What follows belongs to an exercise in optimizing a design on an open flow for small area, a short achievable clock period and few clock cycles; a production flow would make more cautious choices. The RTL was checked by simulation tests, not by an equivalence proof against the original design.

**flow/design.v**
```verilog
`default_nettype none
package mold_proto_pkg;
	localparam int unsigned HDR_BYTES = 20;
	localparam int unsigned LEN_BYTES = 2;
	localparam logic [15:0] EOS_MSG_CNT = 16'hFFFF;
	typedef logic [79:0] sid_t;
	typedef logic [63:0] seq_t;
	typedef logic [15:0] msg_len_t;
endpackage
`default_nettype wire
`default_nettype none
package mold_stream_pkg;
	localparam int unsigned BEAT_BYTES = 8;
	typedef logic [3:0] byte_cnt_t;
	typedef struct packed {
		logic [BEAT_BYTES*8-1:0] data;
		logic [BEAT_BYTES-1:0]   keep;
		logic                    last;
	} axis_beat_t;
	typedef struct packed {
		logic [BEAT_BYTES*8-1:0] data;
		logic [BEAT_BYTES-1:0]   mask;
		logic                    start;
		logic                    last;
		logic [79:0]             sid;
		logic [63:0]             seq;
	} msg_beat_t;
endpackage
`default_nettype wire
`default_nettype none
`timescale 1ns/1ps
module mold_parser (
	input  logic                                  clk,
	input  logic                                  nreset,
	input  logic                                  axis_tvalid_i,
	input  logic [mold_stream_pkg::BEAT_BYTES*8-1:0] axis_tdata_i,
	input  logic [mold_stream_pkg::BEAT_BYTES-1:0]   axis_tkeep_i,
	input  logic                                  axis_tlast_i,
	output logic                                  axis_tready_o,
	output logic                                  mold_msg_v_o,
	output mold_stream_pkg::msg_beat_t            mold_msg_o,
	input  logic                                  mold_msg_ready_i,
	output logic                                  eos_v_o
);
	localparam int S_HDR0  = 0;  
	localparam int S_HDR0B = 1;  
	localparam int S_HDR1  = 2;  
	localparam int S_HDR1B = 3;  
	localparam int S_LEN   = 4;  
	localparam int S_BODY  = 5;  
	localparam int S_DRAIN = 6;  
	logic [15:0][7:0] slot_q;
	logic [4:0]       wp_q, rp_q, end_q;
	logic [4:0]       cnt_q;            
	logic             end_v_q;          
	logic [6:0]       st_q, st_d;
	logic [15:0]      rem_q, rem_d;     
	logic             le8_q, le8_d;     
	logic [3:0]       need_q, need_d;   
	logic [15:0]      mcnt_q, mcnt_d;   
	logic             one_q, one_d;     
	logic             first_q, first_d, adv_q, adv_d, eos_q;
	logic             out_v_q;
	logic [63:0]      dat_q;
	logic [7:0]       msk_q;
	logic             start_q, last_q;
	logic [79:0]      sid_q;
	logic [63:0]      seq_q;
	logic             go, fits;
	logic        ir_v_q, ir_last_q;
	logic [63:0] ir_dat_q;
	logic [3:0]  ir_k_q;
	logic [3:0]  in_k, src_k;
	logic [63:0] src_dat;
	logic        src_v, src_last, acc, wr;
	always_comb begin
		in_k = 4'd0;
		for (int i = 0; i < 8; i++) begin
			if (axis_tkeep_i[i]) in_k = 4'(i + 1);
		end
	end
	assign axis_tready_o = ~ir_v_q;
	assign acc           = axis_tvalid_i & ~ir_v_q;
	assign src_v         = ir_v_q | axis_tvalid_i;
	assign src_dat       = ir_v_q ? ir_dat_q : axis_tdata_i;
	assign src_k         = ir_v_q ? ir_k_q : in_k;
	assign src_last      = ir_v_q ? ir_last_q : axis_tlast_i;
	assign wr            = src_v & fits;
	logic [7:0][7:0] ir0, ir1, ir2;
	always_comb begin
		for (int l = 0; l < 8; l++) begin
			ir0[l] = wp_q[0] ? src_dat[8*((l+7)%8) +: 8] : src_dat[8*l +: 8];
		end
		for (int l = 0; l < 8; l++) ir1[l] = wp_q[1] ? ir0[(l+6)%8] : ir0[l];
		for (int l = 0; l < 8; l++) ir2[l] = wp_q[2] ? ir1[(l+4)%8] : ir1[l];
	end
	always_ff @(posedge clk) begin
		for (int s = 0; s < 16; s++) begin
			if (fits && (4'(s - int'(wp_q[3:0])) < 4'd8)) begin
				slot_q[s] <= ir2[s % 8];
			end
		end
	end
	always_ff @(posedge clk) begin
		if (~nreset) begin
			ir_v_q <= 1'b0;
		end else if (acc && !fits) begin
			ir_v_q <= 1'b1;
		end else if (fits) begin
			ir_v_q <= 1'b0;
		end
	end
	always_ff @(posedge clk) begin
		if (acc) begin
			ir_dat_q  <= axis_tdata_i;
			ir_k_q    <= in_k;
			ir_last_q <= axis_tlast_i;
		end
	end
	logic [15:0][7:0] ra;
	logic [14:0][7:0] rb;
	logic [12:0][7:0] rc;
	logic [11:0][7:0] win;
	always_comb begin
		for (int i = 0; i < 16; i++) ra[i] = rp_q[3] ? slot_q[(i+8)%16] : slot_q[i];
		for (int i = 0; i < 15; i++) rb[i] = rp_q[2] ? ra[(i+4)%16] : ra[i];
		for (int i = 0; i < 13; i++) rc[i] = rp_q[1] ? rb[i+2] : rb[i];
		for (int i = 0; i < 12; i++) win[i] = rp_q[0] ? rc[i+1] : rc[i];
	end
	logic [15:0] len;
	always_comb begin
		case (rem_q[3:0])
			4'd0:    len = {win[0], win[1]};
			4'd1:    len = {win[1], win[2]};
			4'd2:    len = {win[2], win[3]};
			4'd3:    len = {win[3], win[4]};
			4'd4:    len = {win[4], win[5]};
			4'd5:    len = {win[5], win[6]};
			4'd6:    len = {win[6], win[7]};
			4'd7:    len = {win[7], win[8]};
			4'd8:    len = {win[8], win[9]};
			default: len = {win[10], win[11]};
		endcase
	end
	logic [4:0] edist, tail, lft_n, lft_n2;
	logic       ge_n, ge_n2;
	logic       a_h0f, a_h0p, a_h0b, a_h1p, a_h1l, a_h1n, a_h1bl, a_h1bn, a_len;
	logic       a_b8, a_bl, a_bll, a_de, a_da;
	logic       c2, c4, c8, c10, c12, cn, cn2;
	assign edist = end_q - rp_q;    
	assign tail  = wp_q - end_q;    
	assign {ge_n, lft_n}   = {1'b1, cnt_q} - {2'b00, need_q};
	assign {ge_n2, lft_n2} = {1'b1, cnt_q} - {2'b00, need_q} - 6'd2;
	assign a_h0f  = st_q[S_HDR0] && cnt_q >= 5'd10;
	assign a_h0p  = st_q[S_HDR0] && cnt_q >= 5'd8 && cnt_q < 5'd10;
	assign a_h0b  = st_q[S_HDR0B] && cnt_q >= 5'd2;
	assign a_h1p  = st_q[S_HDR1] && cnt_q >= 5'd8 && cnt_q < 5'd10;
	assign a_h1l  = st_q[S_HDR1] && cnt_q >= 5'd12 && (!end_v_q || edist >= 5'd12);
	assign a_h1n  = st_q[S_HDR1] && cnt_q >= 5'd10 && !a_h1l;
	assign a_h1bl = st_q[S_HDR1B] && cnt_q >= 5'd4 && (!end_v_q || edist >= 5'd4);
	assign a_h1bn = st_q[S_HDR1B] && cnt_q >= 5'd2 && !a_h1bl;
	assign a_len  = st_q[S_LEN] && cnt_q >= 5'd2;
	assign a_b8   = st_q[S_BODY] && !le8_q && cnt_q >= 5'd8;
	assign a_bl   = st_q[S_BODY] && le8_q && ge_n && (one_q || !ge_n2);
	assign a_bll  = st_q[S_BODY] && le8_q && !one_q && ge_n2;
	assign a_de   = st_q[S_DRAIN] && end_v_q;
	assign a_da   = st_q[S_DRAIN] && !end_v_q;
	assign c2  = a_h0b | a_h1bn | a_len;
	assign c4  = a_h1bl;
	assign c8  = a_h0p | a_h1p | a_b8;
	assign c10 = a_h0f | a_h1n;
	assign c12 = a_h1l;
	assign cn  = a_bl;
	assign cn2 = a_bll;
	logic act;
	assign act = c2 | c4 | c8 | c10 | c12 | cn | cn2 | a_de | a_da;
	logic [4:0] lft_go, rp_go;
	always_comb begin
		lft_go = ({5{c2}}  & (cnt_q - 5'd2))
		       | ({5{c4}}  & (cnt_q - 5'd4))
		       | ({5{c8}}  & (cnt_q - 5'd8))
		       | ({5{c10}} & (cnt_q - 5'd10))
		       | ({5{c12}} & (cnt_q - 5'd12))
		       | ({5{cn}}  & lft_n)
		       | ({5{cn2}} & lft_n2)
		       | ({5{a_de}} & tail)
		       | ({5{!act}} & cnt_q);
		rp_go  = ({5{c2}}  & (rp_q + 5'd2))
		       | ({5{c4}}  & (rp_q + 5'd4))
		       | ({5{c8}}  & (rp_q + 5'd8))
		       | ({5{c10}} & (rp_q + 5'd10))
		       | ({5{c12}} & (rp_q + 5'd12))
		       | ({5{cn}}  & (rp_q + 5'(need_q)))
		       | ({5{cn2}} & (rp_q + 5'(need_q) + 5'd2))
		       | ({5{a_de}} & end_q)
		       | ({5{a_da}} & wp_q)
		       | ({5{!act}} & rp_q);
	end
	logic fits_go, fits_stay;
	assign fits_stay = cnt_q <= 5'd8;
	assign fits_go   = fits_stay | c8 | c10 | c12 | a_da
	                 | (c2 & (cnt_q <= 5'd10)) | (c4 & (cnt_q <= 5'd12))
	                 | (cn & (lft_n <= 5'd8)) | (cn2 & (lft_n2 <= 5'd8))
	                 | (a_de & (tail <= 5'd8));
	assign go        = ~out_v_q | mold_msg_ready_i;
	assign fits      = go ? fits_go : fits_stay;
	logic        beat, sid_hi_en, sid_lo_en, seq_ld, seq_inc, eos_d, end_clr, hdr1, pkt_end, take_len;
	logic [15:0] hcnt, rem_m8;
	logic        hspecial;
	logic [4:0]  c_end;
	logic [7:0]  mask;
	assign hdr1     = a_h1l | a_h1n | a_h1bl | a_h1bn;
	assign hcnt     = st_q[S_HDR1B] ? {win[0], win[1]} : {win[8], win[9]};
	assign hspecial = hcnt == 16'hFFFF || hcnt == 16'd0;
	assign rem_m8   = rem_q - 16'd8;
	assign beat     = a_b8 | ((a_bl | a_bll) & (need_q != 4'd0));
	assign sid_hi_en = a_h0f | a_h0p;
	assign sid_lo_en = a_h0f | a_h0b;
	assign seq_ld   = a_h1p | a_h1l | a_h1n;
	assign seq_inc  = adv_q & (a_b8 | a_bl | a_bll);
	assign eos_d    = hdr1 & (hcnt == 16'hFFFF);
	assign pkt_end  = (hdr1 & hspecial) | (a_bl & one_q);
	assign take_len = ((a_h1l | a_h1bl) & !hspecial) | a_len | a_bll;
	assign c_end    = a_h1l ? 5'd12 : a_h1n ? 5'd10 : a_h1bl ? 5'd4 : a_h1bn ? 5'd2 : 5'(need_q);
	always_comb begin
		for (int j = 0; j < 8; j++) mask[j] = 4'(j) < need_q;
	end
	always_comb begin
		st_d    = st_q;
		rem_d   = rem_q;
		le8_d   = le8_q;
		need_d  = need_q;
		mcnt_d  = mcnt_q;
		one_d   = one_q;
		first_d = first_q;
		adv_d   = adv_q;
		end_clr = 1'b0;
		if (a_h0f | a_h0b) begin
			rem_d = 16'd10;
			st_d  = 7'(1) << S_HDR1;
		end
		if (a_h0p) st_d = 7'(1) << S_HDR0B;
		if (a_h1p) begin
			rem_d = 16'd2;
			st_d  = 7'(1) << S_HDR1B;
		end
		if (hdr1) begin
			adv_d  = 1'b0;
			mcnt_d = hcnt;
			one_d  = hcnt == 16'd1;
			rem_d  = 16'd0;
			le8_d  = 1'b1;
			need_d = 4'd0;
			st_d   = 7'(1) << S_LEN;
		end
		if (a_b8) begin
			rem_d   = rem_m8;
			le8_d   = rem_q <= 16'd16;
			need_d  = (rem_q <= 16'd16) ? rem_m8[3:0] : 4'd8;
			first_d = 1'b0;
			adv_d   = 1'b0;
		end
		if (a_bl | a_bll) begin
			adv_d   = 1'b1;
			first_d = 1'b0;
			mcnt_d  = mcnt_q - 16'd1;
			one_d   = mcnt_q == 16'd2;
			rem_d   = 16'd0;
			le8_d   = 1'b1;
			need_d  = 4'd0;
			st_d    = 7'(1) << S_LEN;
		end
		if (take_len) begin
			rem_d   = len;
			le8_d   = len <= 16'd8;
			need_d  = (len <= 16'd8) ? len[3:0] : 4'd8;
			first_d = 1'b1;
			st_d    = 7'(1) << S_BODY;
		end
		if (pkt_end) begin
			if (end_v_q && edist == c_end) begin
				end_clr = 1'b1;
				st_d    = 7'(1) << S_HDR0;
			end else begin
				st_d    = 7'(1) << S_DRAIN;
			end
		end
		if (a_de) begin
			end_clr = 1'b1;
			st_d    = 7'(1) << S_HDR0;
		end
	end
	logic [4:0] wp_k;
	assign wp_k = wp_q + 5'(src_k);
	always_ff @(posedge clk) begin
		if (~nreset) begin
			st_q    <= 7'(1) << S_HDR0;
			wp_q    <= '0;
			rp_q    <= '0;
			cnt_q   <= '0;
			end_v_q <= 1'b0;
			out_v_q <= 1'b0;
			eos_q   <= 1'b0;
		end else begin
			if (wr) wp_q <= wp_k;
			if (go) begin
				rp_q  <= rp_go;
				cnt_q <= (src_v && fits_go) ? lft_go + 5'(src_k) : lft_go;
			end else begin
				cnt_q <= (src_v && fits_stay) ? cnt_q + 5'(src_k) : cnt_q;
			end
			eos_q <= go & eos_d;
			if (go) begin
				st_q    <= st_d;
				out_v_q <= beat;
			end
			if (wr && src_last) begin
				end_v_q <= 1'b1;
			end else if (go && end_clr) begin
				end_v_q <= 1'b0;
			end
		end
	end
	always_ff @(posedge clk) begin
		if (wr && src_last) end_q <= wp_k;
		if (go) begin
			rem_q   <= rem_d;
			le8_q   <= le8_d;
			need_q  <= need_d;
			mcnt_q  <= mcnt_d;
			one_q   <= one_d;
			first_q <= first_d;
			adv_q   <= adv_d;
			for (int j = 0; j < 8; j++) dat_q[8*j +: 8] <= mask[j] ? win[j] : 8'h00;
			msk_q   <= mask;
			start_q <= first_q;
			last_q  <= le8_q;
			if (sid_hi_en) sid_q[79:16] <= {win[0], win[1], win[2], win[3], win[4], win[5], win[6], win[7]};
			if (sid_lo_en) sid_q[15:0]  <= a_h0f ? {win[8], win[9]} : {win[0], win[1]};
			if (seq_ld) begin
				seq_q <= {win[0], win[1], win[2], win[3], win[4], win[5], win[6], win[7]};
			end else if (seq_inc) begin
				seq_q <= seq_q + 64'd1;
			end
		end
	end
	assign mold_msg_v_o     = out_v_q;
	assign mold_msg_o.data  = dat_q;
	assign mold_msg_o.mask  = msk_q;
	assign mold_msg_o.start = start_q;
	assign mold_msg_o.last  = last_q;
	assign mold_msg_o.sid   = sid_q;
	assign mold_msg_o.seq   = seq_q;
	assign eos_v_o          = eos_q;
endmodule
`default_nettype wire
```
**flow/run.sh**
```bash
#!/bin/bash
# synth_recipe.tcl (not shown) runs the flow's synth.tcl, then flattens the netlist and writes it again
# the make line also repeats each setting of config.mk as NAME=value (left out here)
make -C /OpenROAD-flow-scripts/flow DESIGN_CONFIG=/design/flow/config.mk WORK_HOME=/design/flow/orfs CLKGATE_MAP_FILE= SYNTH_SCRIPT=/design/flow/synth_recipe.tcl finish
```
**flow/config.mk**
```make
export PLATFORM = sky130hd
export DESIGN_NAME = mold_parser
export DESIGN_NICKNAME = mold_parser
export VERILOG_FILES = /design/flow/design.v
export SDC_FILE = /design/flow/constraint.sdc
export NUM_CORES = 4
export LEC_CHECK = 0
export CAP_MARGIN = 20
export CORE_MARGIN = 2
export CORE_UTILIZATION = 40
export SETUP_SLACK_MARGIN = 5
export SLEW_MARGIN = 20
```
**flow/constraint.sdc**
```tcl
create_clock -name core_clock -period 8.5 [get_ports {clk}]
set_input_delay 1.7000 -clock core_clock [delete_from_list [all_inputs] [get_ports {clk}]]
set_output_delay 1.7000 -clock core_clock [all_outputs]
set_load 0.01 [all_outputs]
```
==> results of run 1 <==
## worst min-delay path by stage
stage / slack [ps] / end / cells past startpoint
floorplan: 400 / start_q / 0
global placement: 450 / start_q / 0
detailed placement: 450 / start_q / 0
CTS: 460 / start_q / 0
global route: 460 / start_q / 0
finish: 450 / start_q / 0
## flip-flops by register name (all words and copies together), names as in the netlist, 4 cells and up
register and cells:
slot_q 128, end_q 5, dat_q 64, cnt_q 5
seq_q 64, rem_q 16, st_q 7, need_q 4
ir_k_q 4, msk_q 8, sid_q 80, rp_q 5
mcnt_q 16, wp_q 5, ir_dat_q 64
## metal layers
layer | track usage, % | share of wire (%) | vias to the layer above
li1 | - | - | 11778
met1 | 41.2 | 40 | 13878
met2 | 47.1 | 46 | 1757
met3 | 4.29 | 8.3 | 328
met4 | 13.2 | 5.8 | 0
met5 | 0 | 0 | -
## kinds of logic after synthesis
| kind of cell | share of synthesized area (%) |
|---|---|
| AOI/OAI and AO/OA | 11.5 |
| xor gates and xnor gates | 3.34 |
| muxes | 22.2 |
| DFF | 44.8 |
| and+or+nand+nor | 11.8 |
| adders and majority gates | 2.36 |
| buffers and inverters | 4.01 |
## worst max-delay path: cells and delay by family (launching register included)
family                   cells  cell delay (ps)
flip-flops                   1              600
AND/OR/NAND/NOR              3              460
XOR/XNOR                     1              150
AO/OA/AOI/OAI                8             1560
adder cells (fa/ha/maj)      3              760
buffers and inverters        3              490
## per-stage QoR
| stage | hold slack [ps] | instance area [sq um] |
|---|---|---|
| 2_1_floorplan | 400 | 32400 |
| 3_3_place_gp | 454 | 36100 |
| 3_5_place_dp | 446 | 36100 |
| 4_1_cts | 456 | 41300 |
| 5_1_grt | 460 | 43500 |
| 6_report | 450 | 43500 |
## layout make-up
| class | instances | area share, % |
|---|---|---|
| Inverter | 117 | 1.13 |
| Clock buffer | 73 | 3.47 |
| Clock inverter | 29 | 0.760 |
| Timing Repair Buffer | 634 | 16.1 |
| Sequential cell | 486 | 33.1 |
| Timing Repair inverter | 2 | 0.0403 |
| Multi-Input combinational cell | 1986 | 42.4 |
| Tap cell | 1050 | 3.02 |
## cells in the final DEF (no fill, tap or decap), types with 61 or more instances in the layout
cell / synthesis / final
xnor2_1: 76 / 74
inv_1: 112 / 102
clkbuf_16: 0 / 74
o21ai_0: 154 / 84
buf_4: 6 / 192
nor2_1: 253 / 216
clkdlybuf4s50_1: 0 / 292
buf_6: 10 / 61
a21oi_1: 121 / 100
mux4_2: 223 / 223
mux2i_1: 107 / 68
nand2_1: 293 / 264
edfxtp_1: 460 / 460
## synthesized netlist by cell type, types with 21 or more instances
cell        n  area, sq um
buf_1      25         93.8
nand3_1    58          290
mux4_2    223         5020
nor2_1    253          950
mux2_2     72          811
and2_1     32          200
a22oi_1    21          158
nand4_1    31          194
o21ai_0   154          771
dfxtp_1    26          521
nand2_1   293         1100
nor3_1     32          160
xor2_1     46          403
o22ai_1    47          294
and3_1     24          150
ha_1       49          613
clkbuf_1  103          387
edfxtp_1  460        13800
xnor2_1    76          666
a21oi_1   121          606
buf_2      29          145
mux2i_1   107         1070
nor2b_1    29          181
inv_1     112          420
## timing repair
item	CTS	global route
hold buffers	0	0
cloned	23	29
pin swaps	72	103
resized for setup	321	260
buffers inserted	168	81
endpoints found under the setup margin	454	459
==> flow_summary.ini, run 1 <==
[status]
status = timing/DRC/antenna clean

[worst_setup_path]
endpoint = cnt_q[4]
critPathKind = reg2reg
crit_start = cnt_q[4]
reg2reg_slack_ps = 4330
slowest_stage = dfxtp_2
r2r_end = cnt_q[4]
reg2reg_from = cnt_q[4]
required_ps = 8980
worst_setup_path_end_kind = flip-flop
critPathMostFrequentCell = o21a_1
path_cells = inv_1 > ha_1 > o21a_1 > o21a_2 > nor2_1 > a31o_4 > buf_4 > nand2_4 > o31ai_2 > o221ai_2 > ha_2 > inv_2 > fa_2 > nor2b_4 > o21a_1 > o21ai_2 > xor2_1 > a21oi_1
worst_ep_arrival_time_ps = 4640
cp-start-kind = flip-flop
slowest_delay_ps = 600
reg2reg_depth = 18
path_max_fanout = 17

[sta]
fin_tns_setup_ps = 0
worst_pin_slew_ps = 1390
slew_headroom_pct = 6.13
grt_setup_unrepaired = true
post-route-min-period_ps = 4170
finClkSkew_ps = 43.1
setup_ws_ps = 4330
max_clock_freq_mhz = 240
hold_viol = 0
min_period_over_period_pct = 49.0
maxSlewViolCount = 0
setup_viol = 0

[cts]
cts_tree = built
cts_root_buf = clkbuf_16
clk_latency_ps = 640
clkSinkCount = 486
cts_buffer_depth = 3
clk_pin_slew_ps = 60
h-tree-depth = 2
cts_buffers = 56

[min_path]
min_from = first_q
hold_path.class = reg2reg

[run]
cap_viol_max_count = 0

[yosys]
seq_area_frac_synth_pct = 44.8
syn_avg_cell_area_sq_um = 11.6
synth.cell_area_sq_um = 32000
syn-num-nets = 2891
synth.distinct_cells = 90
syn_inst = 2758
ys_seq_elements = 486
synth_edf_count = 460
ys.flop_type = edfxtp_1
async_reset_ff_share_pct = 0
synth_warnings = 1

[grt]
grt-ovfl-total = 0
antenna_found_initial = 0
grt_max_degree = 73
grt_pass1_vias = 25910
track_usage_pct = 29.9
grt_pass1_wl_microns = 181000

[layout]
flow.area_growth_from_synthesis_pct = 35.9
seq_area_sq_um = 14400
layout-drive-gt1-share_pct = 31.8
diodes = 0
nNetsFinal = 3416
utilization_pct = 54.9
layoutNonFillerInstCount = 4377
nFillCells = 6597
multi_input_area_sq_um = 18400

[floorplanning]
start_util_pct = 40.4
ios = 298
die_x_microns = 287
core-area_sq_um = 79100
die_h_microns = 287
num_rows = 103
dieArea_sq_um = 82200

[route]
drt_first_pass_iters = 8
drt-wirelength-per-cell_microns = 30.1
via_per_inst = 6.34
dr_total_vias = 27741
antenna_left = 0
drc = 0
drt_wl_total_microns = 132000
drtIter0Drc = 3434

[placed_design]
dpl.cell_count = 3974
port_buffers = 297
gp_congestion = 1.04
place_ws_ps = 3010
dp_hpwl_microns = 89400
Testbench counts, summed over its fixed seeds: cycles 69,390.
==> inputs of run 2 (changes only) <==
--- a/flow/config.mk
+++ b/flow/config.mk
@@ -5,8 +5,9 @@
 export SDC_FILE = /design/flow/constraint.sdc
 export NUM_CORES = 4
 export LEC_CHECK = 0
+export ABC_AREA = 1
 export CAP_MARGIN = 20
 export CORE_MARGIN = 2
-export CORE_UTILIZATION = 40
+export CORE_UTILIZATION = 65
 export SETUP_SLACK_MARGIN = 5
 export SLEW_MARGIN = 20
==> run 2 against run 1 <==
Largest cell class unchanged. Still clean on timing, DRC and antenna. Area after synthesis decreased by 2.1%. Sequential cell count unchanged. Final cell count up 14%. First-iteration DRC count is 81% higher. Routed wire length down 5.4%. Highest routed layer is now met5. Critical path depth is 5 higher.
==> flow_summary.ini, run 2 <==
[sta]
max_clock_freq_mhz = 271
fin_hold_ws_ps = 419
grt_setup_unrepaired = true
hold_viol = 0
maxSlewViolCount = 0
min_period_over_period_pct = 43.4
worst_pin_slew_ps = 1030
post-route-min-period_ps = 3690
fin_tns_setup_ps = 0
finClkSkew_ps = 17.9
setup_viol = 0
slew_headroom_pct = 31.1

[yosys]
synth_edf_count = 460
ys.flop_type = edfxtp_1
async_reset_ff_share_pct = 0
synthTopCellsByCount = nand2_1 (1,162), nand3_1 (691), edfxtp_1 (460)
ys_seq_elements = 486
seq_area_frac_synth_pct = 45.8
synth_top_area_cell = edfxtp_1
syn_avg_cell_area_sq_um = 7.71
synth.cell_area_sq_um = 31300
synth_most_common_cell = nand2_1
synth.distinct_cells = 58
synth_warnings = 1
syn-num-nets = 4192
synthTopCellsByArea = edfxtp_1 (44%), nand2_1 (14%), nand3_1 (11%), o21ai_0 (5.5%), inv_1 (4.0%)
syn_inst = 4059
synth_top_area_share_pct = 44.1

[worst_setup_path]
worst_ep_arrival_time_ps = 4240
worst_setup_path_end_kind = flip-flop
cp-start-kind = flip-flop
path_cells = inv_1 > ha_1 > o21ai_2 > inv_1 > nand2_1 > inv_1 > nor2_4 > clkinvlp_4 > nand2_4 > inv_4 > nand2_4 > nor2_4 > buf_12 > nand2_4 > nand2_2 > nand2_2 > ha_4 > inv_2 > fa_2 > xor2_1 > o21ai_1 > nand2_1 > a21oi_1
path_max_fanout = 8
worst_path_dominant_cell_family = simple AND/OR/NAND/NOR gates
slowest_delay_ps = 420
crit_buf_inv = 7
required_ps = 9050
slowest_stage = dfxtp_2
critPathKind = reg2reg

[cts]
cts_tree = built
cts_buffer_depth = 3
cts_buffers = 49
clk_latency_ps = 620
clkSinkCount = 486
postCtsHoldBufs = 0
h-tree-depth = 2
clk_pin_slew_ps = 60
cts_root_buf = clkbuf_16

[grt]
antenna_found_initial = 2
grt_pass1_vias = 30255
grt_pass1_wl_microns = 180000
grt-ovfl-total = 0
track_usage_pct = 47.6
grt_max_degree = 98

[floorplanning]
core-area_sq_um = 47600
ios = 298
die_h_microns = 223
start_util_pct = 65.7
dieArea_sq_um = 49900
die_x_microns = 223
num_rows = 80

[placed_design]
port_buffers = 297
gp_congestion = 1.10
dp_hpwl_microns = 83100

[layout]
largest_register_ffs = 128
nNetsFinal = 4460
final_cell_mix = nand2_1 (1,116), nand3_1 (678), edfxtp_1 (460)
regMostFlops = slot_q
mostFrequentLayoutCell = nand2_1
reg_top3 = slot_q (128), sid_q (80)
diodes = 0
utilization_pct = 79.7
nFillCells = 3037
layout-drive-gt1-share_pct = 9.26
flow.area_growth_from_synthesis_pct = 21.4

[route]
antenna_left = 0
drt_first_pass_iters = 12
drt-wirelength-per-cell_microns = 25.0
via_per_inst = 6.69
drc = 0
dr_total_vias = 33295
drt_wl_total_microns = 124000
drtIter0Drc = 6218

[run]
cap_viol_max_count = 0

[min_path]
hold_path.class = reg2reg

[status]
status = timing/DRC/antenna clean
## run 2: changes by cell type in the layout (fill, tap and decap cells not counted), sizes merged, moves of 65 or more
cell   delta
nand2   +878
nand3   +630
mux4    -223
inv     +222
buf     -207
o21ai   +199
mux2i   -117
mux2     -73
a21oi    -65
## run 2: cell families after synthesis
group           count (synthesis)  synth area share [%]
compound gates                537                  9.38
xor+xnor                      112                  3.13
fa+ha+maj                      56                  2.41
buf+inv                       565                  7.70
flops                         486                  45.8
simple gates                 2303                  31.6
## run 2: worst paths after layout
check	start	slack [ps]	to	cells past startpoint
worst min register to register	first_q	420	start_q	0
worst max-delay path	cnt_q[2]	4810	cnt_q[2]	23
worst max register to register	cnt_q[2]	4810	cnt_q[2]	23
worst min-delay path	first_q	420	start_q	0
## run 2: layer usage
| metal | global-route usage, % | part of all wire, % |
|---|---|---|
| met2 | 72.6 | 43 |
| met1 | 58.2 | 33 |
| met5 | 0.391 | 0.0072 |
| met3 | 13.0 | 15 |
| met4 | 35.4 | 9.6 |
## run 2: cell type report
type | count | area, sq um | area share [%]
inverters | 357 | 1440 | 3.80
flip-flops and latches | 486 | 14400 | 37.8
multi-input cells | 3009 | 15200 | 40.0
repair inverters | 4 | 37.5 | 0.0988
clock buffers | 56 | 1270 | 3.35
clock inverters | 32 | 369 | 0.972
well taps | 615 | 769 | 2.03
repair buffers | 420 | 4510 | 11.9
## run 2: stage by stage
step	cell area, sq um	worst slack (ps)	cells
after floorplan	31500	4740	4059
final	38000	4810	4979
after global routing	38000	4650	4979
after global placement	34400	3920	4794
after CTS	37100	4910	4939
after detailed placement	34400	3920	4795
## run 2: timing repair
| item | in CTS | in global routing |
|---|---|---|
| endpoints found under the setup margin | 415 | 297 |
| resized for setup | 115 | 121 |
| cloned | 10 | 9 |
| buffers inserted | 46 | 31 |
| pin swaps | 27 | 39 |
==> inputs of run 3 (changes only) <==
==> flow/flow/run.sh (new file) <==
#!/bin/bash
# The standard layout, with the port buffers that ORFS adds to every input and output made
# from the smallest buffer cell instead of the one buffer_ports picks on its own.
set -euo pipefail
export BUFFER_PORTS_ARGS="-buffer_cell sky130_fd_sc_hd__buf_1"
bash standard.sh > standard_flow.log 2>&1
==> flow/standard.sh (new file) <==
#!/bin/bash
# synth_recipe.tcl (not shown) runs the flow's synth.tcl, then flattens the netlist and writes it again
# the make line also repeats each setting of config.mk as NAME=value (left out here)
make -C /OpenROAD-flow-scripts/flow DESIGN_CONFIG=/design/flow/config.mk WORK_HOME=/design/flow/orfs CLKGATE_MAP_FILE= SYNTH_SCRIPT=/design/flow/synth_recipe.tcl "${@:-finish}"
--- a/flow/config.mk
+++ b/flow/config.mk
@@ -8,6 +8,7 @@
 export ABC_AREA = 1
 export CAP_MARGIN = 20
 export CORE_MARGIN = 2
-export CORE_UTILIZATION = 65
+export CORE_UTILIZATION = 55
 export SETUP_SLACK_MARGIN = 5
 export SLEW_MARGIN = 20
+export TNS_END_PERCENT = 5
removed: flow/run.sh
==> run 3 against run 2 <==
Global-route usage fell by 9.2 points. Critical path type unchanged. Synthesized cell count unchanged. Core utilization fell by 17 points. Final cell count grew 2.2%. Critical endpoint is now cnt_q[4]. Fmax rose by 0.70%. Routed wire length shrank 7.4%. Non-clock buffer count fell by 39.
==> flow_summary.ini, run 3 <==
[layout]
largest_register_ffs = 128
regMostFlops = slot_q
final_cell_mix = nand2_1 (1,135), nand3_1 (685), edfxtp_1 (460)
layout-drive-gt1-share_pct = 7.69
layoutNonFillerInstCount = 5089
mostFrequentLayoutCell = nand2_1
final_area_sq_um = 35500
diodes = 0
nNetsFinal = 4423
reg_top3 = slot_q (128), sid_q (80)
flow.area_growth_from_synthesis_pct = 13.4
utilization_pct = 63.1

[route]
dr_total_vias = 30519
antenna_left = 0
drtIter0Drc = 3894
drt-wirelength-per-cell_microns = 22.6
drt_first_pass_iters = 8
drt_wl_total_microns = 115000
via_per_inst = 6.00
drc = 0

[yosys]
syn-num-nets = 4192
synth_edf_count = 460
syn_avg_cell_area_sq_um = 7.71
ys.flop_type = edfxtp_1
synth.cell_area_sq_um = 31300
ys_seq_elements = 486
synth.distinct_cells = 58
synthTopCellsByArea = edfxtp_1 (44%), nand2_1 (14%), nand3_1 (11%), o21ai_0 (5.5%), inv_1 (4.0%)
synthTopCellsByCount = nand2_1 (1,162), nand3_1 (691), edfxtp_1 (460)
async_reset_ff_share_pct = 0
synth_top_area_share_pct = 44.1
seq_area_frac_synth_pct = 45.8
synth_top_area_cell = edfxtp_1
syn_inst = 4059
synth_warnings = 1
synth_most_common_cell = nand2_1

[floorplanning]
ios = 298
core-area_sq_um = 56300
die_h_microns = 243
start_util_pct = 55.6
num_rows = 87
die_x_microns = 243
dieArea_sq_um = 58800

[placed_design]
dp_hpwl_microns = 84100
place_area_sq_um = 32600
gp_congestion = 1.07
port_buffers = 297
place_ws_ps = 3700
dpl.cell_count = 4931

[grt]
grt_max_degree = 95
antenna_found_initial = 1
grt_pass1_vias = 27715
grt-ovfl-total = 0
grt_pass1_wl_microns = 171000
track_usage_pct = 38.4

[worst_setup_path]
reg2reg_from = rp_q[3]
path_max_fanout = 17
r2r_end = cnt_q[4]
critPathKind = reg2reg
worst_ep_arrival_time_ps = 4200
crit_buf_inv = 4
reg2reg_depth = 21
cp-start-kind = flip-flop
slowest_stage = dfxtp_4
required_ps = 9040
reg2reg_slack_ps = 4840
worst_path_dominant_cell_family = simple AND/OR/NAND/NOR gates
path_cells = inv_16 > ha_1 > or2_2 > nand2_2 > o21ai_2 > nor2_2 > nand2_2 > nand2_4 > buf_4 > inv_1 > a211oi_2 > nand4_1 > nor2_2 > inv_1 > ha_4 > nand2_1 > o21ai_2 > nand3_1 > nand2_1 > nand3_2 > a21oi_2
worst_setup_path_end_kind = flip-flop
slowest_delay_ps = 500

[sta]
grt_setup_unrepaired = true
worst_pin_slew_ps = 1320
slew_headroom_pct = 11.0
finClkSkew_ps = 28.1
max_clock_freq_mhz = 273
maxSlewViolCount = 0
min_period_over_period_pct = 43.1
fin_tns_setup_ps = 0
setup_viol = 0
hold_viol = 0
setup_ws_ps = 4840
fin_hold_ws_ps = 419
post-route-min-period_ps = 3660

[min_path]
hold_path.class = reg2reg
min_path_cells = 0
min_from = first_q
hold_path_end = start_q

[cts]
clkSinkCount = 486
clk_pin_slew_ps = 60
h-tree-depth = 2
cts_root_buf = clkbuf_16
cts_buffer_depth = 3
cts_buffers = 52
clk_latency_ps = 620
postCtsHoldBufs = 0
cts_tree = built

[run]
cap_viol_max_count = 0

[status]
status = timing/DRC/antenna clean
run 3: area by class of cell:
type | instances | area (sq um)
fill | 5120 | 20800
multi-input combinational | 3009 | 15000
sequential | 486 | 14400
timing repair buffer | 381 | 1990
inverter | 357 | 1420
clock buffer | 55 | 1330
tap | 756 | 946
clock inverter | 42 | 379
timing repair inverter | 3 | 22.5
run 3: per-layer routing:
layer  part of all wire, %  routed length (microns)  up-vias  GRT usage (%)
li1                      -                        -    14240              -
met1                    39                    45300    14047           51.4
met2                    43                    49900     1848           58.9
met3                   9.9                    11400      382           6.30
met4                   7.5                     8590        2           23.2
met5                 0.011                       13        -              0
run 3: worst register-to-register path, cell delays in order (launching register included):
cell and delay (ps):
dfxtp_4 500, inv_16 100, ha_1 350, or2_2 320, nand2_2 90, o21ai_2 60, nor2_2 170, nand2_2 90
nand2_4 110, buf_4 160, inv_1 50, a211oi_2 210, nand4_1 200, nor2_2 190, inv_1 90, ha_4 280
nand2_1 60, o21ai_2 130, nand3_1 80, nand2_1 100, nand3_2 90, a21oi_2 150
run 3: timing repair:
item / CTS / global route
pin swaps: 21 / 22
setup buffers: 44 / 10
gates resized for setup: 127 / 43
gates cloned: 5 / 1
setup endpoints to repair: 412 / 341
run 3: cells by family (layout without fill, tap and decap cells):
| group | after synthesis | in the layout | synth area share (%) |
|---|---|---|---|
| flip-flops | 486 | 486 | 45.8 |
| XOR/XNOR | 112 | 112 | 3.13 |
| AND/OR/NAND/NOR | 2303 | 2304 | 31.6 |
| AO/OA/AOI/OAI | 537 | 537 | 9.38 |
| adder cells (fa/ha/maj) | 56 | 56 | 2.41 |
| buffers and inverters | 565 | 838 | 7.70 |
run 3: worst max path at each step:
stage / startpoint / to / slack (ps) / depth (start not counted)
floorplan: rp_q[2] / cnt_q[4] / 4540 / 31
detailed placement: rp_q[1] / cnt_q[4] / 3700 / 25
CTS: end_q[0] / cnt_q[1] / 4920 / 27
global route: need_q[0] / cnt_q[4] / 4690 / 23
global placement: rp_q[1] / cnt_q[4] / 3780 / 23
finish: rp_q[3] / cnt_q[4] / 4840 / 21
==> inputs of run 4 (changes only) <==
--- a/flow/config.mk
+++ b/flow/config.mk
@@ -8,7 +8,7 @@
 export ABC_AREA = 1
 export CAP_MARGIN = 20
 export CORE_MARGIN = 2
-export CORE_UTILIZATION = 55
+export CORE_UTILIZATION = 60
 export SETUP_SLACK_MARGIN = 5
 export SLEW_MARGIN = 20
 export TNS_END_PERCENT = 5
==> run 4 against run 3 <==
Die area shrank 8.2%. Fmax rose by 2.1%. Count of clock-buffer cells in the layout increased by 7. Non-clock buffer count grew 33. Final cell count is 0.88% lower. Critical endpoint unchanged. Highest routed layer is now met4.
==> flow_summary.ini, run 4 <==
[run]
cap_viol_max_count = 0

[min_path]
hold_path.class = reg2reg
hold_path_end = start_q
min_path_cells = 0
min_from = first_q

[sta]
maxSlewViolCount = 0
min_period_over_period_pct = 42.2
max_clock_freq_mhz = 279
hold_viol = 0
worst_pin_slew_ps = 1050
fin_tns_setup_ps = 0
finClkSkew_ps = 16.5
post-route-min-period_ps = 3590
setup_ws_ps = 4910
slew_headroom_pct = 29.4
grt_setup_unrepaired = true
setup_viol = 0

[yosys]
seq_area_frac_synth_pct = 45.8
syn_avg_cell_area_sq_um = 7.71
ys_seq_elements = 486
synth_top_area_share_pct = 44.1
syn-num-nets = 4192
synthTopCellsByCount = nand2_1 (1,162), nand3_1 (691), edfxtp_1 (460)
synthTopCellsByArea = edfxtp_1 (44%), nand2_1 (14%), nand3_1 (11%), o21ai_0 (5.5%), inv_1 (4.0%)
synth.distinct_cells = 58
ys.flop_type = edfxtp_1
syn_inst = 4059
synth_top_area_cell = edfxtp_1
async_reset_ff_share_pct = 0
synth_most_common_cell = nand2_1
synth.cell_area_sq_um = 31300
synth_warnings = 1
synth_edf_count = 460

[placed_design]
port_buffers = 297
gp_congestion = 1.09
dp_hpwl_microns = 82300
place_ws_ps = 3610

[cts]
cts_tree = built
clkSinkCount = 486
h-tree-depth = 2
cts_buffer_depth = 3
clk_pin_slew_ps = 70
cts_root_buf = clkbuf_16
cts_buffers = 49
clk_latency_ps = 610

[layout]
layout-drive-gt1-share_pct = 8.39
mostFrequentLayoutCell = nand2_1
nFillCells = 4261
nNetsFinal = 4457
final_cell_mix = nand2_1 (1,135), nand3_1 (685), edfxtp_1 (460)
flow.area_growth_from_synthesis_pct = 14.4
regMostFlops = slot_q
reg_top3 = slot_q (128), sid_q (80)
largest_register_ffs = 128

[floorplanning]
die_x_microns = 232
dieArea_sq_um = 54000
core-area_sq_um = 51400
ios = 298
die_h_microns = 232
num_rows = 83
start_util_pct = 60.9

[worst_setup_path]
critPathKind = reg2reg
required_ps = 9030
crit_buf_inv = 4
reg2reg_slack_ps = 4910
path_cells = inv_16 > ha_4 > or2_2 > nand2_2 > and2_4 > nor2_4 > nand2_2 > nand2_4 > a21oi_4 > buf_4 > buf_4 > or2_2 > nand4_1 > nor2_2 > inv_1 > ha_4 > nand2_1 > o21ai_2 > nand3_1 > nand2_1 > nand3_2 > a21oi_2
cp-start-kind = flip-flop
path_max_fanout = 35
reg2reg_depth = 22
worst_ep_arrival_time_ps = 4120
worst_path_dominant_cell_family = simple AND/OR/NAND/NOR gates
slowest_stage = dfxtp_4
slowest_delay_ps = 490
r2r_end = cnt_q[4]
worst_setup_path_end_kind = flip-flop
reg2reg_from = rp_q[3]

[route]
drt_first_pass_iters = 12
antenna_left = 0
drt_wl_total_microns = 115000
drc = 0
drtIter0Drc = 4611
drt-wirelength-per-cell_microns = 22.8
dr_total_vias = 31161
via_per_inst = 6.18

[grt]
grt_pass1_wl_microns = 167000
antenna_found_initial = 1
grt_pass1_vias = 27655
grt-ovfl-total = 0
track_usage_pct = 41.4
grt_max_degree = 97

[status]
status = timing/DRC/antenna clean
run 4: cell counts after synthesis:
Identical to the previous run, type by type.
run 4: layer usage:
metal | global-route usage (%) | wire (microns) | vias to the layer above
met5 | 0 | 0 | -
met4 | 27.0 | 8760 | 0
met3 | 7.38 | 13800 | 410
met2 | 63.1 | 50200 | 2237
met1 | 54.5 | 42200 | 14210
li1 | - | - | 14304
run 4: cells by family (layout without fill, tap and decap cells):
| group | count (synthesis) | after routing | share of synthesized area [%] |
|---|---|---|---|
| other | 0 | 1 | 0 |
| buffers and inverters | 565 | 867 | 7.70 |
| DFF | 486 | 486 | 45.8 |
| and+or+nand+nor | 2303 | 2305 | 31.6 |
| adders and majority gates | 56 | 56 | 2.41 |
| AOI/OAI and AO/OA | 537 | 537 | 9.38 |
| xor gates and xnor gates | 112 | 112 | 3.13 |
run 4: stage by stage:
stage          area, sq um  cells  util (%)  hold slack (ps)
2_1_floorplan        31400   4059         -              400
3_3_place_gp         32500   4859      63.2              415
3_5_place_dp         32500   4859      63.2              410
4_1_cts              35300   5011      68.6              429
5_1_grt              35800   5043      69.6              435
6_report             35800   5044      69.6              435
run 4: how the worst max path moves through the flow:
stage / cells after the start / end / start / slack, ps
final: 22 / cnt_q[4] / rp_q[3] / 4910
after floorplan: 31 / cnt_q[4] / rp_q[2] / 4540
after detailed placement: 13 / seq_q[15] / rp_q[3] / 3610
after CTS: 16 / slot_q[123] / cnt_q[1] / 4950
after global routing: 25 / cnt_q[4] / end_q[0] / 4720
after global placement: 23 / cnt_q[4] / rp_q[3] / 3750
run 4: timing repair:
| item | CTS | global route |
|---|---|---|
| gates cloned | 9 | 4 |
| pin swaps | 21 | 28 |
| setup endpoints to repair | 413 | 221 |
| hold buffers | 0 | 0 |
| buffers inserted | 53 | 28 |
| gates resized for setup | 137 | 65 |
run 4: worst reg2reg max path, cell delays in order (launching register included):
cell and delay [ps]:
dfxtp_4 490, inv_16 130, ha_4 280, or2_2 300, nand2_2 90, and2_4 150, nor2_4 40, nand2_2 90
nand2_4 90, a21oi_4 210, buf_4 140, buf_4 110, or2_2 100, nand4_1 170, nor2_2 160, inv_1 90
ha_4 280, nand2_1 70, o21ai_2 150, nand3_1 100, nand2_1 90, nand3_2 80, a21oi_2 130
run 4: area by class of cell:
cell class / count / area [sq um] / area share [%]
clock buffer: 62 / 1390 / 3.88
sequential: 486 / 14400 / 40.1
antenna: 1 / 2.50 / 0.00699
clock inverter: 28 / 224 / 0.626
inverter: 357 / 1440 / 4.03
timing repair inverter: 6 / 55.1 / 0.154
multi-input combinational: 3010 / 15100 / 42.1
tap: 680 / 851 / 2.38
timing repair buffer: 414 / 2380 / 6.65
==> inputs of run 5 (changes only) <==
--- a/flow/config.mk
+++ b/flow/config.mk
@@ -8,7 +8,9 @@
 export ABC_AREA = 1
 export CAP_MARGIN = 20
 export CORE_MARGIN = 2
-export CORE_UTILIZATION = 60
+export CORE_UTILIZATION = 55
+export CTS_CLUSTER_DIAMETER = 80
+export CTS_CLUSTER_SIZE = 30
 export SETUP_SLACK_MARGIN = 5
 export SLEW_MARGIN = 20
 export TNS_END_PERCENT = 5
==> run 5 against run 4 <==
Still clean on timing, DRC and antenna. Area after synthesis unchanged. Core utilization is 7.2 points lower. Final cell count barely moved. Fmax decreased by 1.9%. Synthesized cell count unchanged. Sequential share of layout area grew 0.74 points. Final area decreased by 1.8%. Critical path type unchanged. Highest routed layer unchanged.
==> flow_summary.ini, run 5 <==
[yosys]
synth_top_area_cell = edfxtp_1
synth.cell_area_sq_um = 31300
synth_edf_count = 460
syn_avg_cell_area_sq_um = 7.71
synth.distinct_cells = 58
synthTopCellsByArea = edfxtp_1 (44%), nand2_1 (14%), nand3_1 (11%), o21ai_0 (5.5%), inv_1 (4.0%)
synth_warnings = 1
ys_seq_elements = 486
synthTopCellsByCount = nand2_1 (1,162), nand3_1 (691), edfxtp_1 (460)
syn-num-nets = 4192
async_reset_ff_share_pct = 0
synth_top_area_share_pct = 44.1
synth_most_common_cell = nand2_1
syn_inst = 4059
seq_area_frac_synth_pct = 45.8
ys.flop_type = edfxtp_1

[worst_setup_path]
r2r_end = cnt_q[4]
cp-start-kind = flip-flop
required_ps = 9060
path_max_fanout = 8
reg2reg_from = cnt_q[2]
worst_ep_arrival_time_ps = 4220
critPathKind = reg2reg
reg2reg_slack_ps = 4840
reg2reg_depth = 21
worst_setup_path_end_kind = flip-flop

[sta]
min_period_over_period_pct = 43.0
fin_tns_setup_ps = 0
hold_viol = 0
finClkSkew_ps = 38.8
maxSlewViolCount = 0
max_clock_freq_mhz = 274
grt_setup_unrepaired = true
post-route-min-period_ps = 3660
slew_headroom_pct = 24.4
worst_pin_slew_ps = 1120
setup_viol = 0

[route]
drt_first_pass_iters = 7
drc = 0
antenna_left = 0
dr_total_vias = 30482
drtIter0Drc = 4212
drt_wl_total_microns = 116000
drt-wirelength-per-cell_microns = 23.0
via_per_inst = 6.04

[layout]
nFillCells = 5139
utilization_pct = 62.4
final_cell_mix = nand2_1 (1,127), nand3_1 (679), edfxtp_1 (460)
mostFrequentLayoutCell = nand2_1
regMostFlops = slot_q
layoutNonFillerInstCount = 5043
reg_top3 = slot_q (128), sid_q (80)
diodes = 0
layout-drive-gt1-share_pct = 7.39
largest_register_ffs = 128
nNetsFinal = 4398
flow.area_growth_from_synthesis_pct = 12.3

[placed_design]
dpl.cell_count = 4931
dp_hpwl_microns = 84100
gp_congestion = 1.07
port_buffers = 297

[cts]
clk_latency_ps = 650
clk_pin_slew_ps = 100
cts_tree = built
h-tree-depth = 1
cts_buffer_depth = 3
cts_root_buf = clkbuf_16
clkSinkCount = 486
cts_buffers = 30
postCtsHoldBufs = 0

[min_path]
min_from = first_q
hold_path_end = start_q
hold_path.class = reg2reg
min_path_cells = 0

[floorplanning]
start_util_pct = 55.6
die_x_microns = 243
num_rows = 87
ios = 298
dieArea_sq_um = 58800
die_h_microns = 243
core-area_sq_um = 56300

[status]
status = timing/DRC/antenna clean

[grt]
antenna_found_initial = 1
grt_pass1_wl_microns = 169000
grt_pass1_vias = 27503
grt-ovfl-total = 0
grt_max_degree = 97
track_usage_pct = 37.9

[run]
cap_viol_max_count = 0
[run 5: cell counts after synthesis]
Identical to the previous run, type by type.
[run 5: layer usage]
| layer | GRT usage [%] | vias up | part of all wire (%) |
|---|---|---|---|
| met5 | 0 | - | 0 |
| met4 | 23.2 | 0 | 7.4 |
| met3 | 5.74 | 380 | 10 |
| met2 | 58.1 | 1901 | 43 |
| met1 | 50.8 | 14041 | 39 |
| li1 | - | 14160 | - |
[run 5: worst max-delay path: stages, from the launching register on]
cell	delay, ps
dfxtp_2	460
inv_1	170
ha_1	260
nand3_1	140
nand2_1	160
nand3_1	220
nand2_1	170
nor2_4	270
nand3_4	140
nor2_4	180
nand2_4	90
nand2_4	80
nand2_2	50
nand2_2	80
ha_4	140
inv_2	40
fa_2	360
o21ai_2	160
nand3_1	80
nand2_1	100
nand3_2	90
a21oi_2	150
[run 5: how the worst max path moves through the flow]
| stage | start | end | slack (ps) | cells past startpoint |
|---|---|---|---|---|
| CTS | ir_v_q | axis_tready_o | 4850 | 4 |
| detailed placement | rp_q[1] | cnt_q[4] | 3700 | 25 |
| global placement | rp_q[1] | cnt_q[4] | 3780 | 23 |
| finish | cnt_q[2] | cnt_q[4] | 4840 | 21 |
| global route | cnt_q[2] | cnt_q[4] | 4690 | 21 |
| floorplan | rp_q[2] | cnt_q[4] | 4540 | 31 |
[run 5: cell families after synthesis]
group | Yosys count | share of synthesized area [%]
AO/OA/AOI/OAI | 537 | 9.38
adder cells (fa/ha/maj) | 56 | 2.41
flip-flops | 486 | 45.8
buffers and inverters | 565 | 7.70
AND/OR/NAND/NOR | 2303 | 31.6
XOR/XNOR | 112 | 3.13
[run 5: cell type report]
| cell class | count | area (sq um) | share of cell area, % |
|---|---|---|---|
| timing repair inverter | 2 | 16.3 | 0.0463 |
| multi-input combinational | 3009 | 15200 | 43.2 |
| clock buffer | 31 | 776 | 2.21 |
| inverter | 357 | 1440 | 4.10 |
| sequential | 486 | 14400 | 40.9 |
| clock inverter | 23 | 407 | 1.16 |
| timing repair buffer | 379 | 2020 | 5.75 |
| tap | 756 | 946 | 2.69 |
[run 5: per-stage QoR]
stage                     hold slack, ps  instance area [sq um]  worst slack, ps
after floorplan                      400                  31400             4540
after global placement               417                  32600             3780
after detailed placement             407                  32600             3700
after CTS                            433                  34600             4850
after global routing                 447                  35100             4690
final                                434                  35100             4840
[run 5: repair_timing]
action | 4_1_cts | 5_1_grt
pin swaps | 30 | 23
cloned | 2 | 5
endpoints found under the setup margin | 412 | 367
resized for setup | 124 | 82
buffers inserted | 42 | 9
==> inputs of run 6 (changes only) <==
--- a/flow/design.v
+++ b/flow/design.v
@@ -57,6 +57,7 @@
 	logic [15:0]      rem_q, rem_d;     
 	logic             le8_q, le8_d;     
 	logic [3:0]       need_q, need_d;   
+	logic [3:0]       need2_q, need2_d;  
 	logic [15:0]      mcnt_q, mcnt_d;   
 	logic             one_q, one_d;     
 	logic             first_q, first_d, adv_q, adv_d, eos_q;
@@ -128,18 +129,24 @@
 		for (int i = 0; i < 12; i++) win[i] = rp_q[0] ? rc[i+1] : rc[i];
 	end
 	logic [15:0] len;
+	logic        len_le8;
+	logic [11:0] wz, w8;
 	always_comb begin
+		for (int x = 0; x < 12; x++) begin
+			wz[x] = win[x] == 8'd0;
+			w8[x] = win[x] <= 8'd8;
+		end
 		case (rem_q[3:0])
-			4'd0:    len = {win[0], win[1]};
-			4'd1:    len = {win[1], win[2]};
-			4'd2:    len = {win[2], win[3]};
-			4'd3:    len = {win[3], win[4]};
-			4'd4:    len = {win[4], win[5]};
-			4'd5:    len = {win[5], win[6]};
-			4'd6:    len = {win[6], win[7]};
-			4'd7:    len = {win[7], win[8]};
-			4'd8:    len = {win[8], win[9]};
-			default: len = {win[10], win[11]};
+			4'd0:    begin len = {win[0], win[1]};   len_le8 = wz[0] & w8[1];   end
+			4'd1:    begin len = {win[1], win[2]};   len_le8 = wz[1] & w8[2];   end
+			4'd2:    begin len = {win[2], win[3]};   len_le8 = wz[2] & w8[3];   end
+			4'd3:    begin len = {win[3], win[4]};   len_le8 = wz[3] & w8[4];   end
+			4'd4:    begin len = {win[4], win[5]};   len_le8 = wz[4] & w8[5];   end
+			4'd5:    begin len = {win[5], win[6]};   len_le8 = wz[5] & w8[6];   end
+			4'd6:    begin len = {win[6], win[7]};   len_le8 = wz[6] & w8[7];   end
+			4'd7:    begin len = {win[7], win[8]};   len_le8 = wz[7] & w8[8];   end
+			4'd8:    begin len = {win[8], win[9]};   len_le8 = wz[8] & w8[9];   end
+			default: begin len = {win[10], win[11]}; len_le8 = wz[10] & w8[11]; end
 		endcase
 	end
 	logic [4:0] edist, tail, lft_n, lft_n2;
@@ -149,15 +156,17 @@
 	logic       c2, c4, c8, c10, c12, cn, cn2;
 	assign edist = end_q - rp_q;    
 	assign tail  = wp_q - end_q;    
-	assign {ge_n, lft_n}   = {1'b1, cnt_q} - {2'b00, need_q};
-	assign {ge_n2, lft_n2} = {1'b1, cnt_q} - {2'b00, need_q} - 6'd2;
+	assign lft_n  = cnt_q - 5'(need_q);
+	assign lft_n2 = cnt_q - 5'(need2_q);
+	assign ge_n   = cnt_q[4] | cnt_q[3] | (!need_q[3] && cnt_q[2:0] >= need_q[2:0]);
+	assign ge_n2  = cnt_q >= 5'(need2_q);
 	assign a_h0f  = st_q[S_HDR0] && cnt_q >= 5'd10;
 	assign a_h0p  = st_q[S_HDR0] && cnt_q >= 5'd8 && cnt_q < 5'd10;
 	assign a_h0b  = st_q[S_HDR0B] && cnt_q >= 5'd2;
 	assign a_h1p  = st_q[S_HDR1] && cnt_q >= 5'd8 && cnt_q < 5'd10;
-	assign a_h1l  = st_q[S_HDR1] && cnt_q >= 5'd12 && (!end_v_q || edist >= 5'd12);
+	assign a_h1l  = st_q[S_HDR1] && cnt_q >= 5'd12 && !end_v_q;
 	assign a_h1n  = st_q[S_HDR1] && cnt_q >= 5'd10 && !a_h1l;
-	assign a_h1bl = st_q[S_HDR1B] && cnt_q >= 5'd4 && (!end_v_q || edist >= 5'd4);
+	assign a_h1bl = st_q[S_HDR1B] && cnt_q >= 5'd4 && !end_v_q;
 	assign a_h1bn = st_q[S_HDR1B] && cnt_q >= 5'd2 && !a_h1bl;
 	assign a_len  = st_q[S_LEN] && cnt_q >= 5'd2;
 	assign a_b8   = st_q[S_BODY] && !le8_q && cnt_q >= 5'd8;
@@ -211,7 +220,8 @@
 	logic [7:0]  mask;
 	assign hdr1     = a_h1l | a_h1n | a_h1bl | a_h1bn;
 	assign hcnt     = st_q[S_HDR1B] ? {win[0], win[1]} : {win[8], win[9]};
-	assign hspecial = hcnt == 16'hFFFF || hcnt == 16'd0;
+	assign hspecial = st_q[S_HDR1B] ? ((wz[0] & wz[1]) | (&{win[0], win[1]}))
+	                                : ((wz[8] & wz[9]) | (&{win[8], win[9]}));
 	assign rem_m8   = rem_q - 16'd8;
 	assign beat     = a_b8 | ((a_bl | a_bll) & (need_q != 4'd0));
 	assign sid_hi_en = a_h0f | a_h0p;
@@ -230,6 +240,7 @@
 		rem_d   = rem_q;
 		le8_d   = le8_q;
 		need_d  = need_q;
+		need2_d = need2_q;
 		mcnt_d  = mcnt_q;
 		one_d   = one_q;
 		first_d = first_q;
@@ -251,12 +262,14 @@
 			rem_d  = 16'd0;
 			le8_d  = 1'b1;
 			need_d = 4'd0;
+			need2_d = 4'd2;
 			st_d   = 7'(1) << S_LEN;
 		end
 		if (a_b8) begin
 			rem_d   = rem_m8;
 			le8_d   = rem_q <= 16'd16;
 			need_d  = (rem_q <= 16'd16) ? rem_m8[3:0] : 4'd8;
+			need2_d = (rem_q <= 16'd16) ? rem_q[3:0] - 4'd6 : 4'd10;
 			first_d = 1'b0;
 			adv_d   = 1'b0;
 		end
@@ -268,12 +281,14 @@
 			rem_d   = 16'd0;
 			le8_d   = 1'b1;
 			need_d  = 4'd0;
+			need2_d = 4'd2;
 			st_d    = 7'(1) << S_LEN;
 		end
 		if (take_len) begin
 			rem_d   = len;
-			le8_d   = len <= 16'd8;
-			need_d  = (len <= 16'd8) ? len[3:0] : 4'd8;
+			le8_d   = len_le8;
+			need_d  = len_le8 ? len[3:0] : 4'd8;
+			need2_d = len_le8 ? len[3:0] + 4'd2 : 4'd10;
 			first_d = 1'b1;
 			st_d    = 7'(1) << S_BODY;
 		end
@@ -327,6 +342,7 @@
 			rem_q   <= rem_d;
 			le8_q   <= le8_d;
 			need_q  <= need_d;
+			need2_q <= need2_d;
 			mcnt_q  <= mcnt_d;
 			one_q   <= one_d;
 			first_q <= first_d;
==> flow/flow/run.sh (replaced) <==
#!/bin/bash
# The standard layout with two changes to how it is optimised: the port buffers that ORFS adds
# to every input and output are made from the smallest buffer cell instead of the one
# buffer_ports picks, and timing repair aims at a setup margin of 5.4 ns.
set -euo pipefail
export BUFFER_PORTS_ARGS="-buffer_cell sky130_fd_sc_hd__buf_1"
export SETUP_SLACK_MARGIN=5.4
bash standard.sh > standard_flow.log 2>&1
--- a/flow/config.mk
+++ b/flow/config.mk
@@ -8,9 +8,6 @@
 export ABC_AREA = 1
 export CAP_MARGIN = 20
 export CORE_MARGIN = 2
-export CORE_UTILIZATION = 55
-export CTS_CLUSTER_DIAMETER = 80
-export CTS_CLUSTER_SIZE = 30
-export SETUP_SLACK_MARGIN = 5
+export CORE_UTILIZATION = 52
 export SLEW_MARGIN = 20
 export TNS_END_PERCENT = 5
==> run 6 against run 5 <==
Global-route usage up 2.3 points. Worst hold slack better by 25 ps. Die area increased by 6.8%. Worst setup slack improved by 170 ps. Still clean. Critical endpoint is now rem_q[14]. Area after synthesis increased by 1.1%. Core utilization increased by 0.67 points. Count of clock-buffer cells in the layout rose by 42. Critical path type unchanged. Sequential cell count is 3 higher. Register-to-register slack better by 170 ps.
==> flow_summary.ini, run 6 <==
[sta]
setup_ws_ps = 5010
maxSlewViolCount = 0
fin_hold_ws_ps = 459
post-route-min-period_ps = 3490
finClkSkew_ps = 21.9
max_clock_freq_mhz = 287
setup_viol = 0
fin_tns_setup_ps = 0
min_period_over_period_pct = 41.0
slew_headroom_pct = 28.1
grt_setup_unrepaired = true
worst_pin_slew_ps = 1070
hold_viol = 0

[worst_setup_path]
worst_setup_path_end_kind = flip-flop
required_ps = 8830
worst_path_dominant_cell_family = simple AND/OR/NAND/NOR gates
path_cells = clkinv_16 > buf_16 > nand2_1 > nand3_1 > nand3_1 > nand3_1 > nand2_1 > inv_1 > nand2_1 > o2111ai_1 > nor4_1 > o22ai_2
critPathKind = reg2reg
worst_ep_arrival_time_ps = 3820
crit_buf_inv = 3
slowest_stage = nor4_1
path_max_fanout = 12
slowest_delay_ps = 930
cp-start-kind = flip-flop

[grt]
met3_usage_pct = 6.99
track_usage_pct = 40.2
met1_usage_pct = 53.0
grt_max_degree = 80
use_met2_pct = 62.5
grt_pass1_wl_microns = 188000
antenna_found_initial = 0
grt_pass1_vias = 29401
grt-ovfl-total = 0
top_usage_layer = met2

[cts]
cts_buffer_depth = 3
cts_root_buf = clkbuf_16
clk_latency_ps = 620
cts_buffers = 53
clkSinkCount = 489
h-tree-depth = 2
clk_pin_slew_ps = 60
cts_tree = built

[placed_design]
port_buffers = 297
dp_hpwl_microns = 92300
gp_congestion = 1.05
place_ws_ps = 3730

[layout]
diodes = 0
layout-drive-gt1-share_pct = 12.6
largest_register_ffs = 128
flow.area_growth_from_synthesis_pct = 20.2
regMostFlops = slot_q
nFillCells = 5336
nNetsFinal = 4564
mostFrequentLayoutCell = nand2_1
reg_top3 = slot_q (128), sid_q (80)
final_cell_mix = nand2_1 (1,086), nand3_1 (628), edfxtp_1 (463)

[yosys]
synthTopCellsByArea = edfxtp_1 (44%), nand2_1 (14%), nand3_1 (11%), o21ai_0 (6.5%), inv_1 (3.9%)
synthTopCellsByCount = nand2_1 (1,145), nand3_1 (678), edfxtp_1 (463)
synth.distinct_cells = 58
ys.flop_type = edfxtp_1
syn-num-nets = 4234
synth_top_area_share_pct = 44.0
syn_inst = 4097
synth_top_area_cell = edfxtp_1
synth_warnings = 1
async_reset_ff_share_pct = 0
synth_edf_count = 463
seq_area_frac_synth_pct = 45.6
syn_avg_cell_area_sq_um = 7.72
synth_most_common_cell = nand2_1
ys_seq_elements = 489
synth.cell_area_sq_um = 31600

[status]
status = timing/DRC/antenna clean

[floorplanning]
ios = 298
die_h_microns = 251
core-area_sq_um = 60200
dieArea_sq_um = 62800
start_util_pct = 52.5
num_rows = 90
die_x_microns = 251

[min_path]
hold_path.class = reg2reg

[run]
cap_viol_max_count = 0

[route]
drt_wl_total_microns = 130000
via_per_inst = 6.15
antenna_left = 0
drt-wirelength-per-cell_microns = 24.8
dr_total_vias = 32314
drtIter0Drc = 4480
drc = 0
drt_first_pass_iters = 9
==> run 6: changes by cell type in the layout (fill, tap and decap cells not counted), moves of 19 or more <==
cell	before	now
clkbuf_16	35	62
buf_4	58	131
o21ai_0	341	386
nand3_2	9	45
nand3_1	679	628
nand2_1	1127	1086
o21ai_1	13	32
==> run 6: logic make-up after synthesis <==
kind of cell	synth area share, %
flops	45.6
xor+xnor	3.13
simple gates	30.7
compound gates	10.9
buf+inv	7.14
fa+ha+maj	2.56
==> run 6: cell type report <==
type	count	area, sq um	share of cell area, %
multi-input combinational	3058	16200	42.7
tap	782	978	2.57
clock inverter	25	308	0.810
inverter	347	1400	3.68
clock buffer	73	1510	3.96
timing repair inverter	2	22.5	0.0592
timing repair buffer	476	3130	8.23
sequential	489	14500	38.0
==> run 6: routing by layer <==
layer  vias up  share of wire (%)
met5         -                  0
met4         0                7.4
met3       492                 11
met2      2144                 44
met1     14973                 38
li1      14705                  -
==> run 6: final timing paths <==
check / startpoint / end / slack [ps] / cells after the start
max: rp_q[3] / rem_q[14] / 5010 / 12
min: first_q / start_q / 460 / 0
max reg2reg: rp_q[3] / rem_q[14] / 5010 / 12
min reg2reg: first_q / start_q / 460 / 0
==> run 6: repair_timing <==
item	CTS	global route
buffers inserted	79	30
endpoints found under the setup margin	454	313
gates resized for setup	297	85
hold buffers	0	0
pin swaps	37	36
gates cloned	13	9
==> run 6: metrics by stage <==
stage / instances / utilization [%] / area (sq um)
after floorplan: 4097 / - / 31700
after global placement: 5023 / 55.2 / 33200
after detailed placement: 5023 / 55.2 / 33300
after CTS: 5213 / 61.8 / 37200
after global routing: 5252 / 63.1 / 38000
final: 5252 / 63.1 / 38000
Testbench counts of run 6, summed over its fixed seeds: cycles 69,390.

static timing again, ports no longer ideal:
The flow's constraints put no driver on any port. The routed layouts listed below were extracted and timed again, unchanged, in two steps.
Step 1: set_driving_cell puts a clkbuf_16 on clk and a buf_2 on each other input, an assumption about the parent block.
Step 2, shift: input delay + t, output delay - t, t = (earliest + latest rising clock arrival at the registers) / 2. This alone moves slack from input paths to output paths.
Slacks: ideal / step 1 / step 2; pairs: ideal / step 1.
run	shift t [ns]	slack for setup (ns)	worst slew at a driven data input, ns	pins driven straight from the clock port
run 1	0.688	4.334 / 4.334 / 4.194	0.05	1
run 2	0.677	4.813 / 4.813 / 4.357	0.05	1
run 3	0.671	4.838 / 4.838 / 4.423	0.04	1
run 4	0.664	4.914 / 4.914 / 4.510	0.04	1
run 5	0.695	4.844 / 4.838 / 4.426	0.04	1
run 6	0.679	5.014 / 5.014 / 4.694	0.05	1
After both steps setup and hold are still met in every run listed. For run 2, which loses most, drivers alone change the setup slack by 0.000 ns; drivers and shift together by -0.456 ns.
